This is an optimization exercise on Yosys and OpenROAD, whose aim is small area, a short achievable clock period and few clock cycles per item, not a production implementation.
Function was checked by simulation only, so behaviour that the tests miss may differ from the original.
Power figures rest on the tool's default switching activity, not on a simulated workload.

Setup of the reference run:
// pipelined_prime_sieve
module pipelined_prime_sieve #(
	parameter int VALUE_BITS = 16,
	parameter int NUM_STAGES = 64
) (
	input  logic                  clk,
	input  logic                  arst_n,
	input  logic                  in_valid,
	output logic                  in_ready,
	input  logic [VALUE_BITS-1:0] in_candidate,
	output logic                  out_valid,
	input  logic                  out_ready,
	output logic [VALUE_BITS-1:0] out_prime_value,
	output logic                  out_table_full
);
	localparam int W   = VALUE_BITS;
	localparam int P   = 8;                     
	localparam int G   = NUM_STAGES / P - 1;    
	localparam int R   = 3;                     
	localparam int CW  = $clog2(NUM_STAGES + 1);
	localparam int GW  = $clog2(G);
	localparam int NW  = 3;                     
	localparam int LW  = $clog2(P);
	localparam int SW  = $clog2(W);
	localparam int BW  = $clog2(W + 1);
	localparam int KW  = BW + 2;
	localparam int TB  = (G + 1) / 2;           
	function automatic logic [SW-1:0] ctz(input logic [W-1:0] c);
		ctz = '0;
		for (int i = W - 1; i >= 0; i--)
			if (c[i]) ctz = SW'(i);
	endfunction
	function automatic logic [BW-1:0] bitlen(input logic [W-1:0] c);
		bitlen = '0;
		for (int i = 0; i < W; i++)
			if (c[i]) bitlen = BW'(i + 1);
	endfunction
	function automatic logic [KW-1:0] sizekey(input logic [W-1:0] c);
		logic [BW-1:0] bl;
		logic [W+1:0]  x;
		bl = bitlen(c);
		x  = {c, 2'b00} >> (bl - 1'b1);
		sizekey = {bl, x[1:0]};
	endfunction
	function automatic logic [NW-1:0] iters(input logic [KW-1:0] kc, input logic [KW-1:0] kd);
		logic [BW+1:0] k;
		k = (BW+2)'(kc[KW-1:2]) + (BW+2)'(W) + (BW+2)'(kc[1:0] >= kd[1:0]) - (BW+2)'(kd[KW-1:2]);
		iters = NW'((1 << NW) - 1);
		for (int n = (1 << NW) - 2; n >= 1; n--)
			if (k <= (BW+2)'(n * R + W))
				iters = NW'(n);
	endfunction
	function automatic logic [W-1:0] enc(input logic [W-1:0] c);
		logic [SW-1:0] s;
		logic [W-1:0]  dp;
		s  = ctz(c);
		dp = c >> s;
		if (c[0])
			enc = c;
		else
			enc = ({W{1'b1}} << (W + 1 - s)) | (dp & {{(W-1){1'b1}}, 1'b0});
	endfunction
	logic          ib_v, ib_drop;
	logic [W-1:0]  ib_c;
	logic [KW-1:0] ib_key;
	logic          ib_p2;
	logic          p2v;
  ...
Size in the first run: ~6500 cells after synthesis, ~1900 flip-flops, about 39 I/O pins.
make LEC_CHECK=0 CAP_MARGIN=20 CORE_MARGIN=2 CORE_UTILIZATION=50 PLACE_DENSITY=0.7 SLEW_MARGIN=20 finish   # period 4.0 ns
run.sh (not shown) runs the stock make flow with config.mk's settings and CLKGATE_MAP_FILE= SYNTH_SCRIPT=/design/flow/synth_recipe.tcl, a recipe that flattens the netlist after the stock synthesis.
Testbench counts of the reference run, summed over its fixed seeds: cycles 22,337, items 6,467.
Input-level comparison between the trial run and the reference run:
Settings: setting SETUP_SLACK_MARGIN to 0.3 for the first time; changing PLACE_DENSITY from 0.7 to 0.6; setting ABC_AREA to 1 for the first time; changing CORE_UTILIZATION from 50 to 45.
[summary]
- The reference run → the trial run: die area went up, number of multi-input logic gates went up, sequential share of layout area went down, buffer depth of the longest clock path did not really move.
- Of the reference run and the trial run, the run reporting the lower area growth from synthesis to final layout was the reference run.


build 6:
Another version of the RTL of pipelined_prime_sieve (not shown whole).
Size: roughly 1,900 flip-flops, roughly 80,000 µm² of cells after synthesis.
==> flow/config.mk <==
export PLATFORM = sky130hd
export DESIGN_NAME = pipelined_prime_sieve
export DESIGN_NICKNAME = pipelined_prime_sieve
export VERILOG_FILES = /design/flow/design.v
export SDC_FILE = /design/flow/constraint.sdc
export NUM_CORES = 4
export LEC_CHECK = 0
export ABC_AREA = 1
export CAP_MARGIN = 20
export CORE_MARGIN = 2
export CORE_UTILIZATION = 45
export PLACE_DENSITY = 0.6
export SETUP_SLACK_MARGIN = 0.5
export SLEW_MARGIN = 20
==> flow/constraint.sdc <==
create_clock -name core_clock -period 4.0 [get_ports {clk}]
set_input_delay 0.8000 -clock core_clock [delete_from_list [all_inputs] [get_ports {clk}]]
set_output_delay 0.8000 -clock core_clock [all_outputs]
set_load 0.01 [all_outputs]
Testbench counts of build 6, summed over its fixed seeds: cycles 21,346, items 6,467.
Input-level comparison between build 8 and build 6:
Settings: ABC_AREA no longer set, was 1; SETUP_SLACK_MARGIN now 0.3, was 0.5.
Results
- Build 6 → build 8: clock-buffer cell count went up; final instance area went up.
- Changes observed in build 8 relative to build 6: share of total power in combinational logic lost 40 points; worst setup slack after layout fell 0.19 ns; die area saw little to no change; cell count went down; number of global-route vias before repair now smaller.
- From build 6 to build 8 the numbers moved as follows: critical path data arrival time went up by 0.08 ns, count of buffers added by post-CTS timing repair for setup lower, met1 usage lower, synthesized cell count down 1,680.
- No stage failed in build 8, and the final checks on the layout all came back clean.
> inputs changed (build 8 -> build 95)
Settings: ABC_AREA: unset -> 1.
Findings:
- Compared with build 8, build 95 shows a lower non-clock buffer count.
- From build 8 to build 95 the numbers moved as follows: detailed placer's ending HPWL went up by about 6%; met3 routing resource usage after global routing was more or less identical.
- Against build 8, build 95 comes in 0.21 ns lower on transition time of the tightest slew-check pin.
- Build 8 vs build 95, capture point of the critical path: nitr[2] vs nitr[0]
- Note that the synthesized netlist net count recorded for build 95 amounts to 1.2 times the value seen in build 8.
- Summary of build 95 over build 8: reg2reg setup slack now larger, smallest hold slack now smaller, fraction of met2 tracks used by global routing now larger, proportion of cell area spent on the clock network comparable, overall power of the completed layout now larger.
- Having completed the whole flow, build 95 delivered a layout that passed the timing, design-rule and antenna checks.
- Build 95 ended with less clock network fraction of design power than build 8.


## oak
pipelined_prime_sieve with an RTL version that a note above also has.
Size in the first run: about 6,500 cells after synthesis, about 1,900 flip-flops, ~39 I/O pins.
clock: 4.0 ns
lec_check: 0
cap_margin: 20
core_margin: 2
core_utilization: 45
place_density: 0.6
setup_slack_margin: 0.3
slew_margin: 20
Testbench counts of oak, summed over its fixed seeds: cycles 22,337, items 6,467.
> inputs changed (oak -> maple)
- removing SETUP_SLACK_MARGIN (formerly 0.3)
Results
- Note that the peak supply drop recorded for oak amounts to 1.06 times the value seen in maple.
- Max post-place setup slack across oak and maple: maple
- The lower power share of the clock group came out of oak.
- Status: register-to-register slack parity (maple, oak)
- | final wirelength | maple vs oak | ≈ equal |
- [maple] number of buffers inserted to repair setup after CTS fell 7 relative to oak
- oak → maple: number of placed cells counting well taps roughly the same; number of antenna diodes shows an increase of 1; minimum clock period after layout shows a reduction of 12 ps.

-- separate check: timing with driven ports --
The results above use ideal ports. As a check the final layouts listed here were re-extracted and re-timed, cells and wires unchanged.
Step 1, drivers: a clkbuf_16 drives clk and a buf_2 each remaining input, both assumed.
Step 2 also shifts input and output timing later by t, the mid clock arrival at the registers, as if the neighbouring blocks saw the same clock.
Slacks: no drivers / after step 1 / after step 2; pairs: no drivers / after step 1.
run	shift t [ns]	setup WS [ns]	hold slack, ns	clock arrival spread, ns	worst register clock-pin slew, ns
the reference run	0.883	0.166 / 0.166 / 0.166	0.302 / 0.302 / 0.302	0.050 / 0.050	0.07 / 0.07
the trial run	0.911	0.358 / 0.358 / 0.264	0.282 / 0.282 / 0.282	0.064 / 0.065	0.07 / 0.07
build 6	0.913	0.303 / 0.303 / 0.269	0.290 / 0.290 / 0.290	0.061 / 0.062	0.07 / 0.07
build 8	0.922	0.111 / 0.111 / 0.111	0.296 / 0.296 / 0.296	0.068 / 0.068	0.07 / 0.07
build 95	0.894	0.345 / 0.345 / 0.246	0.279 / 0.279 / 0.279	0.092 / 0.092	0.07 / 0.07
oak	0.913	0.241 / 0.241 / 0.209	0.303 / 0.303 / 0.303	0.041 / 0.041	0.07 / 0.07
maple	0.918	0.253 / 0.253 / 0.119	0.134 / 0.064 / 0.284	0.072 / 0.072	0.07 / 0.07
After both steps every run listed still meets setup and hold. For maple, which loses most, drivers alone change the setup slack by 0.000 ns; drivers and shift together by -0.134 ns.
